What follows belongs to an exercise in optimizing a design on an open flow for small area and few clock cycles per item; a production flow would make more cautious choices.
The RTL was checked by simulation tests, not by an equivalence proof against the original design.
No activity file was given, so power comes from the tool's default toggle rates.

==> flow/design.v (excerpt) <==
module dual_tone_sample_generator_top (
    input  wire logic                                aclk,
    input  wire logic                                aresetn,
    input  wire logic                                s_tvalid,
    output logic                                     s_tready,
    input  wire logic [dtsg_pkg::S_TDATA_W-1:0]      s_tdata,    
    output logic                                     m_tvalid,
    input  wire logic                                m_tready,
    output logic [dtsg_pkg::M_TDATA_W-1:0]           m_tdata,    
    output logic [0:0]                               m_tuser,    
    input  wire logic                                cfg_wr_en,
    input  wire logic [dtsg_pkg::CFG_INDEX_W-1:0]    cfg_index,
    input  wire logic [dtsg_pkg::CFG_DATA_W-1:0]     cfg_wdata
);
Size: ~2000 cells after synthesis, roughly 230 flip-flops, ~67 I/O pins.
export LEC_CHECK = 0
export ABC_AREA = 1
export ABC_CLOCK_PERIOD_IN_PS = 10000
export CAP_MARGIN = 5
export CORE_MARGIN = 2
export CORE_UTILIZATION = 70
export SETUP_SLACK_MARGIN = 0.2
export SLEW_MARGIN = 5
export SYNTH_HIERARCHICAL = 1
export SYNTH_MINIMUM_KEEP_SIZE = 0
create_clock -name core_clock -period 10.0 [get_ports {aclk}]
standard.sh (not shown) runs the stock make flow with config.mk's settings and CLKGATE_MAP_FILE= SYNTH_SCRIPT=/design/flow/synth_recipe.tcl, a recipe that flattens the netlist after the stock synthesis.
==> flow/flow/run.sh <==
#!/bin/bash
# The standard layout (standard.sh), with three changes:
#  - synthesis maps the logic for area only (flow/synth.tcl)
#  - the port buffers are the smallest buffer cell (buf_1)
#  - clock tree synthesis without dummy loads
set -euo pipefail
export FLOW_FLOW_DIR="$PWD/flow"
export BUFFER_PORTS_ARGS="-buffer_cell sky130_fd_sc_hd__buf_1"
export CTS_ARGS="-sink_clustering_enable -repair_clock_nets -sink_clustering_size 20 -sink_clustering_max_diameter 50 -root_buf sky130_fd_sc_hd__clkbuf_16 -buf_list sky130_fd_sc_hd__clkbuf_8 -dont_use_dummy_load"
sed "s#SYNTH_SCRIPT=[^ ]*#SYNTH_SCRIPT=$PWD/flow/synth.tcl#" standard.sh > standard_area_synth.sh
grep -q "SYNTH_SCRIPT=$PWD/flow/synth.tcl" standard_area_synth.sh
bash standard_area_synth.sh > standard.log 2>&1
==> flow/flow/abc_map_area.script <==
strash
dch -f
map -a
mfs2 -a
strash
dch
map -a
topo
dnsize -c
==> flow/flow/synth.tcl <==
# The standard flow's synthesis script (synth_recipe.tcl), unchanged except that the
# final technology mapping uses flow/abc_map_area.script: area-only mapping,
# without ABC's buffering and upsizing (the layout's repair steps size and
# buffer for timing and slew instead).
proc synth {args} { yosys synth -nofsm -noshare {*}$args }
proc abc {args} {
  set i [lsearch -exact $args -script]
  if { $i >= 0 } {
    lset args [expr { $i + 1 }] $::env(FLOW_FLOW_DIR)/abc_map_area.script
  }
  yosys abc {*}$args
}
source $::env(SCRIPTS_DIR)/synth.tcl
# left out here: clear keep_hierarchy, flatten, clean up, hide names made inside functions, write 1_2_yosys.v
The first run produced a clean layout.
Testbench counts at the start, summed over its fixed seeds: cycles 16,032, items 16,000.
Edit:
--- a/flow/flow/run.sh
+++ b/flow/flow/run.sh
@@ -9 +9 @@
-export CTS_ARGS="-sink_clustering_enable -repair_clock_nets -sink_clustering_size 20 -sink_clustering_max_diameter 50 -root_buf sky130_fd_sc_hd__clkbuf_16 -buf_list sky130_fd_sc_hd__clkbuf_8 -dont_use_dummy_load"
+export CTS_ARGS="-sink_clustering_enable -repair_clock_nets -sink_clustering_size 16 -sink_clustering_max_diameter 45 -root_buf sky130_fd_sc_hd__clkbuf_16 -buf_list sky130_fd_sc_hd__clkbuf_8 -dont_use_dummy_load"
==> flow/flow/abc_map_area.script (replaced) <==
strash
dch
map -a
topo
dnsize -c
--- a/flow/config.mk
+++ b/flow/config.mk
@@ -10 +10 @@
-export CAP_MARGIN = 5
+export CAP_MARGIN = 20
@@ -14 +14 @@
-export SLEW_MARGIN = 5
+export SLEW_MARGIN = 20
What happened:
- wire length drops by 0.68%
- global-route usage shrinks by 0.13 points
- via count climbs by 0.35%
- final area is about the same
- power fell by 5.7%
- die area increases by 0.49%
- non-clock buffer count decreases by 30


== build 89 ==
Another version of the RTL of dual_tone_sample_generator_top (not shown whole).
Size: ~2400 cells after synthesis, roughly 230 flip-flops, about 22000 um2 of cells after synthesis.
## dual_tone_sample_generator_top
module dual_tone_sample_generator_top (
    input  wire logic                                aclk,
    input  wire logic                                aresetn,
    input  wire logic                                s_tvalid,
    output logic                                     s_tready,
    input  wire logic [dtsg_pkg::S_TDATA_W-1:0]      s_tdata,    
    output logic                                     m_tvalid,
    input  wire logic                                m_tready,
    output logic [dtsg_pkg::M_TDATA_W-1:0]           m_tdata,    
    output logic [0:0]                               m_tuser,    
    input  wire logic                                cfg_wr_en,
    input  wire logic [dtsg_pkg::CFG_INDEX_W-1:0]    cfg_index,
    input  wire logic [dtsg_pkg::CFG_DATA_W-1:0]     cfg_wdata
);
    logic [dtsg_pkg::STEP_W-1:0]  phase_step_a_reg;
    logic [dtsg_pkg::STEP_W-1:0]  phase_step_b_reg;
    logic                         tone_mode_reg;
    logic [dtsg_pkg::AMP_W-1:0]   amplitude_reg;
    logic [dtsg_pkg::COUNT_W-1:0] duration_reg;
    logic [31:0]                  wd0, wd1;
    logic                         wr_step_a, wr_step_b, wr_mode, wr_amp, wr_dur;
    assign wd0 = cfg_wdata & {32{aresetn}};
    assign wd1 = cfg_wdata | {32{!aresetn}};
    function automatic logic [31:0] wsel(input logic [31:0] rst_value);
  ...
Settings: LEC_CHECK=0, ABC_AREA=1, ABC_CLOCK_PERIOD_IN_PS=10000, CAP_MARGIN=20, CORE_MARGIN=2, CORE_UTILIZATION=40, CTS_BUF_LIST=sky130_fd_sc_hd__clkbuf_16, CTS_CLUSTER_DIAMETER=70, CTS_CLUSTER_SIZE=30, SLEW_MARGIN=20, SYNTH_HIERARCHICAL=1, SYNTH_MINIMUM_KEEP_SIZE=0; clock period 10.0 ns.
run.sh (not shown) runs the stock make flow with config.mk's settings and CLKGATE_MAP_FILE= SYNTH_SCRIPT=/design/flow/synth_recipe.tcl, a recipe that flattens the netlist after the stock synthesis.
Stock flow here: none of the scripts above is used.
Testbench counts of build 89, summed over its fixed seeds: cycles 16,032, items 16,000.
## Diff of input files: build 22 against build 89
Settings: changing CTS_CLUSTER_DIAMETER from 70 to 60; changing CTS_CLUSTER_SIZE from 30 to 24.
--- outcome ---
Proportion of power drawn by the clock network: build 22 vs build 89 up 1.1 points. Changes observed in build 22 relative to build 89: worst setup slack went up 3.8 ps; fraction of standard cell area in multi-input logic saw a decrease; total chip power now sits higher.
For build 4, these inputs were changed with respect to build 22:
==> flow/flow/run.sh (new file) <==
#!/bin/bash
# The standard layout (standard.sh), with two changes:
#  - the port buffers are the smallest buffer cell (buf_1)
#  - clock tree synthesis without dummy loads
export BUFFER_PORTS_ARGS="-buffer_cell sky130_fd_sc_hd__buf_1"
export CTS_ARGS="-sink_clustering_enable -repair_clock_nets -sink_clustering_size 30 -sink_clustering_max_diameter 70 -buf_list sky130_fd_sc_hd__clkbuf_16 -dont_use_dummy_load"
bash standard.sh > standard.log 2>&1
==> flow/standard.sh (new file) <==
#!/bin/bash
# synth_recipe.tcl (not shown) runs the flow's synth.tcl, then flattens the netlist and writes it again
# the make line also repeats each setting of config.mk as NAME=value (left out here)
make -C /OpenROAD-flow-scripts/flow DESIGN_CONFIG=/design/flow/config.mk WORK_HOME=/design/flow/orfs CLKGATE_MAP_FILE= SYNTH_SCRIPT=/design/flow/synth_recipe.tcl "${@:-finish}"
removed: flow/run.sh
--- outcome ---
- Non-clock buffer share of cell area, build 4 and build 22: smaller value in build 4
- Clock period minus worst slack was higher in the run labelled build 22.
- Diff build 22 -> build 4: total detailed-routing wirelength grew by about 1.6%, sequential power held steady, number of buffers added by the clock tree synthesis step shrank by 3, combinational power share grew by 0.3 points.
Here is what was changed in the inputs of build 49 compared with build 4.
==> flow/flow/run.sh <==
#!/bin/bash
# Standard layout, with the port buffers made of the smallest buffer cell.
export BUFFER_PORTS_ARGS="-buffer_cell sky130_fd_sc_hd__buf_1"
cp standard.sh standard.sh.txt
bash standard.sh > standard.log 2>&1
==> comparison <==
- Build 4 consumes less power than build 49.
- Build 49: routed wire length higher than build 4
- Build 49 against build 4: first-pass GRT wire length picked up an extra about 0.54%; fmax did not really move; critical path depth stayed essentially flat; total length of routed met3 wires went up.
- Count of clock-buffer cells in the layout, build 4 and build 49: larger value in build 49
- Between build 4 and build 49, the difference in met2 track utilization from global routing is negligible.
- Final critical-path share of the clock period (lower): build 4
- Final estimated routing congestion in global placement of build 49 is on par with build 4.
- As of build 49, clock power had risen by more than a quarter compared to build 4.


dual_tone_sample_generator_top, a different RTL version from the one above (not shown whole).
For scale: roughly 2000 cells after synthesis, roughly 67 I/O pins.
Settings: LEC_CHECK=0, ABC_AREA=1, ABC_CLOCK_PERIOD_IN_PS=10000, CAP_MARGIN=20, CORE_MARGIN=2, CORE_UTILIZATION=70, SETUP_SLACK_MARGIN=0.2, SLEW_MARGIN=20, SYNTH_HIERARCHICAL=1, SYNTH_MINIMUM_KEEP_SIZE=0; clock period 10.0 ns.
standard.sh (not shown) runs the stock make flow with config.mk's settings and CLKGATE_MAP_FILE= SYNTH_SCRIPT=/design/flow/synth_recipe.tcl, a recipe that flattens the netlist after the stock synthesis.
==> flow/flow/run.sh <==
#!/bin/bash
# The standard layout (standard.sh, the same ORFS make targets and
# settings), with three changes:
#  - synthesis maps the logic for area only: flow/synth.tcl is the standard flow's
#    synthesis script with flow/abc_map_area.script as ABC's mapping script
#    (no buffering or upsizing in ABC; the layout's repair steps do that)
#  - the port buffers are the smallest buffer cell (buf_1)
#  - clock tree: clkbuf_16 root, clkbuf_8 sink buffers for clusters of up
#    to 16 flip-flops, and no dummy loads
# make's output goes to standard.log; each ORFS step writes its own log
# under orfs/logs/.
set -euo pipefail
export FLOW_FLOW_DIR="$PWD/flow"
export BUFFER_PORTS_ARGS="-buffer_cell sky130_fd_sc_hd__buf_1"
export CTS_ARGS="-sink_clustering_enable -repair_clock_nets -sink_clustering_size 10 -sink_clustering_max_diameter 35 -root_buf sky130_fd_sc_hd__clkbuf_16 -buf_list sky130_fd_sc_hd__clkbuf_4 -dont_use_dummy_load"
sed "s#SYNTH_SCRIPT=[^ ]*#SYNTH_SCRIPT=$PWD/flow/synth.tcl#" standard.sh > standard_area_synth.sh
grep -q "SYNTH_SCRIPT=$PWD/flow/synth.tcl" standard_area_synth.sh
bash standard_area_synth.sh > standard.log 2>&1
==> flow/flow/abc_map_area.script <==
strash
dch
map -a
topo
dnsize -c
Scripts as last shown in full above: flow/flow/synth.tcl
The baseline completed with no timing, DRC or antenna violations.
Testbench counts at the start, summed over its fixed seeds: cycles 16,032, items 16,000.
Then changed:
--- a/flow/flow/run.sh
+++ b/flow/flow/run.sh
@@ -14,3 +14,3 @@
 export BUFFER_PORTS_ARGS="-buffer_cell sky130_fd_sc_hd__buf_1"
-export CTS_ARGS="-sink_clustering_enable -repair_clock_nets -sink_clustering_size 10 -sink_clustering_max_diameter 35 -root_buf sky130_fd_sc_hd__clkbuf_16 -buf_list sky130_fd_sc_hd__clkbuf_4 -dont_use_dummy_load"
+export CTS_ARGS="-sink_clustering_enable -repair_clock_nets -sink_clustering_size 8 -sink_clustering_max_diameter 30 -root_buf sky130_fd_sc_hd__clkbuf_16 -buf_list sky130_fd_sc_hd__clkbuf_4 -dont_use_dummy_load"
 sed "s#SYNTH_SCRIPT=[^ ]*#SYNTH_SCRIPT=$PWD/flow/synth.tcl#" standard.sh > standard_area_synth.sh
=>
- setup slack got worse by 0.051 ns
- wire length came out lower by 0.52%
- utilization rose by 0.11 points
- clock-buffer cell count increases by 7
- area after synthesis does not change
- sequential cell count is unchanged
- design area stays flat
- hold slack stays flat
Then changed:
--- a/flow/flow/run.sh
+++ b/flow/flow/run.sh
@@ -14,3 +14,3 @@
 export BUFFER_PORTS_ARGS="-buffer_cell sky130_fd_sc_hd__buf_1"
-export CTS_ARGS="-sink_clustering_enable -repair_clock_nets -sink_clustering_size 8 -sink_clustering_max_diameter 30 -root_buf sky130_fd_sc_hd__clkbuf_16 -buf_list sky130_fd_sc_hd__clkbuf_4 -dont_use_dummy_load"
+export CTS_ARGS="-sink_clustering_enable -repair_clock_nets -sink_clustering_size 20 -sink_clustering_max_diameter 45 -root_buf sky130_fd_sc_hd__clkbuf_16 -buf_list sky130_fd_sc_hd__clkbuf_8 -dont_use_dummy_load"
 sed "s#SYNTH_SCRIPT=[^ ]*#SYNTH_SCRIPT=$PWD/flow/synth.tcl#" standard.sh > standard_area_synth.sh
Outcome:
- hold slack hardly moves
- worst setup slack improved by 0.049 ns
- core utilization hardly moves
- design area barely changes
- power hardly moves
- wire length stays flat
- die area stays the same
- first-iteration DRC count came out higher by 10%
- via count falls by 0.41%
- synthesized area does not change
- sequential share of layout area hardly moves


Setup of run 1:
dual_tone_sample_generator_top, a different RTL version from the one above (not shown whole).
Size: about 2,700 cells after synthesis, roughly 230 flip-flops, about 67 I/O pins, ~23,000 um2 of cells after synthesis.
==> flow/config.mk <==
export PLATFORM = sky130hd
export DESIGN_NAME = dual_tone_sample_generator_top
export DESIGN_NICKNAME = dual_tone_sample_generator_top
export VERILOG_FILES = /design/flow/design.v
export SDC_FILE = /design/flow/constraint.sdc
export NUM_CORES = 4
export LEC_CHECK = 0
export ABC_AREA = 1
export ABC_CLOCK_PERIOD_IN_PS = 10000
export CAP_MARGIN = 20
export CORE_MARGIN = 2
export CORE_UTILIZATION = 40
export CTS_BUF_LIST = sky130_fd_sc_hd__clkbuf_8
export SLEW_MARGIN = 20
export SYNTH_HIERARCHICAL = 1
export SYNTH_MINIMUM_KEEP_SIZE = 0
==> flow/constraint.sdc <==
create_clock -name core_clock -period 10.0 [get_ports {aclk}]
set_input_delay 2.0000 -clock core_clock [delete_from_list [all_inputs] [get_ports {aclk}]]
set_output_delay 2.0000 -clock core_clock [all_outputs]
set_load 0.01 [all_outputs]
run.sh (not shown) runs the stock make flow with config.mk's settings and CLKGATE_MAP_FILE= SYNTH_SCRIPT=/design/flow/synth_recipe.tcl, a recipe that flattens the netlist after the stock synthesis.
Stock flow here: none of the scripts above is used.
Run 1 reached the end of the flow, and the finished layout is clean on the timing, design-rule and antenna checks.
Testbench counts of run 1, summed over its fixed seeds: cycles 16,032, items 16,000.
[inputs] run 2 vs run 1
# run 1
export LEC_CHECK = 0
export ABC_AREA = 1
export ABC_CLOCK_PERIOD_IN_PS = 10000
export CAP_MARGIN = 20
export CORE_MARGIN = 2
export CORE_UTILIZATION = 40
export CTS_BUF_LIST = sky130_fd_sc_hd__clkbuf_8
export SLEW_MARGIN = 20
export SYNTH_HIERARCHICAL = 1
export SYNTH_MINIMUM_KEEP_SIZE = 0
create_clock -name core_clock -period 10.0 [get_ports {aclk}]
# run 2
export LEC_CHECK = 0
export ABC_AREA = 1
export ABC_CLOCK_PERIOD_IN_PS = 10000
export CAP_MARGIN = 20
export CORE_MARGIN = 2
export CORE_UTILIZATION = 40
export CTS_BUF_LIST = sky130_fd_sc_hd__clkbuf_4
export SLEW_MARGIN = 20
export SYNTH_HIERARCHICAL = 1
export SYNTH_MINIMUM_KEEP_SIZE = 0
create_clock -name core_clock -period 10.0 [get_ports {aclk}]
Results
- Hold slack of run 2 is on par with run 1.
- Number of inserted filler cells in the final layout: run 2 vs run 1 — no meaningful difference
- Max non-clock buffer count across run 2 and run 1: run 2
- Of run 2 and run 1, the run reporting the higher sequential cell area share was run 1.
- When run 2 is measured against run 1, its number of clock-tree buffers in the layout turns out 100% higher.
- Lower number of buffers inserted during clock tree synthesis among run 2 and run 1: run 1
- The more densely filled core belongs to run 2, not run 1.
- Delta (run 2 minus run 1): signal arrival time at the worst endpoint higher, global-route wire length before repair picked up an extra 0.33%, cell area after technology mapping closely matched the old numbers.
Input-level comparison between run 3 and run 2:
# run 2
export LEC_CHECK = 0
export ABC_AREA = 1
export ABC_CLOCK_PERIOD_IN_PS = 10000
export CAP_MARGIN = 20
export CORE_MARGIN = 2
export CORE_UTILIZATION = 40
export CTS_BUF_LIST = sky130_fd_sc_hd__clkbuf_4
export SLEW_MARGIN = 20
export SYNTH_HIERARCHICAL = 1
export SYNTH_MINIMUM_KEEP_SIZE = 0
create_clock -name core_clock -period 10.0 [get_ports {aclk}]
# run 3
export LEC_CHECK = 0
export ABC_AREA = 1
export ABC_CLOCK_PERIOD_IN_PS = 10000
export CAP_MARGIN = 20
export CORE_MARGIN = 2
export CORE_UTILIZATION = 40
export CTS_BUF_LIST = sky130_fd_sc_hd__clkbuf_16
export CTS_CLUSTER_DIAMETER = 80
export CTS_CLUSTER_SIZE = 30
export SLEW_MARGIN = 20
export SYNTH_HIERARCHICAL = 1
export SYNTH_MINIMUM_KEEP_SIZE = 0
create_clock -name core_clock -period 10.0 [get_ports {aclk}]
Results
- From run 2 to run 3 the numbers moved as follows: sum of met3 wire segment lengths after detailed routing lost 13%; clock network area share lost 1.1 points; setup slack of the critical path after layout picked up an extra 0.064 ns; overall power consumption lost 3.5%.
> inputs changed (run 3 -> run 4)
# run 3
export LEC_CHECK = 0
export ABC_AREA = 1
export ABC_CLOCK_PERIOD_IN_PS = 10000
export CAP_MARGIN = 20
export CORE_MARGIN = 2
export CORE_UTILIZATION = 40
export CTS_BUF_LIST = sky130_fd_sc_hd__clkbuf_16
export CTS_CLUSTER_DIAMETER = 80
export CTS_CLUSTER_SIZE = 30
export SLEW_MARGIN = 20
export SYNTH_HIERARCHICAL = 1
export SYNTH_MINIMUM_KEEP_SIZE = 0
create_clock -name core_clock -period 10.0 [get_ports {aclk}]
# run 4
export LEC_CHECK = 0
export ABC_AREA = 1
export ABC_CLOCK_PERIOD_IN_PS = 10000
export CAP_MARGIN = 20
export CORE_MARGIN = 2
export CORE_UTILIZATION = 40
export SLEW_MARGIN = 20
export SYNTH_HIERARCHICAL = 1
export SYNTH_MINIMUM_KEEP_SIZE = 0
create_clock -name core_clock -period 10.0 [get_ports {aclk}]
--- outcome ---
[compare] base=run 3 new=run 4: final area saw an increase, combinational-cell power consumption saw little to no change, final worst setup slack saw a decrease. Cell count (run 4 vs. run 3) increases slightly. Delta (run 4 minus run 3): post-layout net count went up; number of global-route vias before repair grew by 1.0%. Critical path's slowest cell: sky130_fd_sc_hd__clkdlybuf4s50_1 -> run 3, sky130_fd_sc_hd__fa_1 -> run 4. Compared with run 3, run 4 shows a part of the total power dissipated in the clock network that is 5.1 points higher.

## re-timing with driven ports
The flow's constraints put no driver on any port. The routed layouts listed below were extracted and timed again, unchanged, in two steps. Step 1 (the two cells are an assumption about what drives the block):
set clk [get_ports {aclk}]
set_driving_cell -lib_cell sky130_fd_sc_hd__clkbuf_16 $clk
set_driving_cell -lib_cell sky130_fd_sc_hd__buf_2 [delete_from_list [all_inputs] $clk]
Step 2 adds t to the input delays and takes it off the output delays; t is the mean of the earliest and latest rising clock arrival at the registers after step 1. Input paths then give back, and output paths get back, about the clock's delay inside the block. Slacks: ideal / step 1 / step 2; pairs: ideal / step 1.
run	t, ns	setup slack, ns	worst setup path at the end
the first run of note 1	0.520	0.553 / 0.503 / 1.020	input to register
the second run of note 1	0.526	0.502 / 0.452 / 0.979	register to output
build 89	0.561	0.539 / 0.488 / 1.049	register to output
build 22	0.566	0.543 / 0.492 / 1.057	register to output
build 4	0.550	0.609 / 0.558 / 1.108	register to output
build 49	0.588	0.592 / 0.537 / 1.125	register to output
the first run of note 3	0.507	0.504 / 0.455 / 0.933	input to register
the second run of note 3	0.504	0.453 / 0.403 / 0.907	register to output
the third run of note 3	0.527	0.502 / 0.453 / 0.980	register to output
run 1	0.585	0.439 / 0.391 / 0.977	register to output
run 2	0.746	0.422 / 0.375 / 1.122	register to output
run 3	0.533	0.486 / 0.434 / 0.967	register to output
run 4	0.585	0.458 / 0.408 / 0.993	register to output
After both steps setup and hold are still met in every run listed.
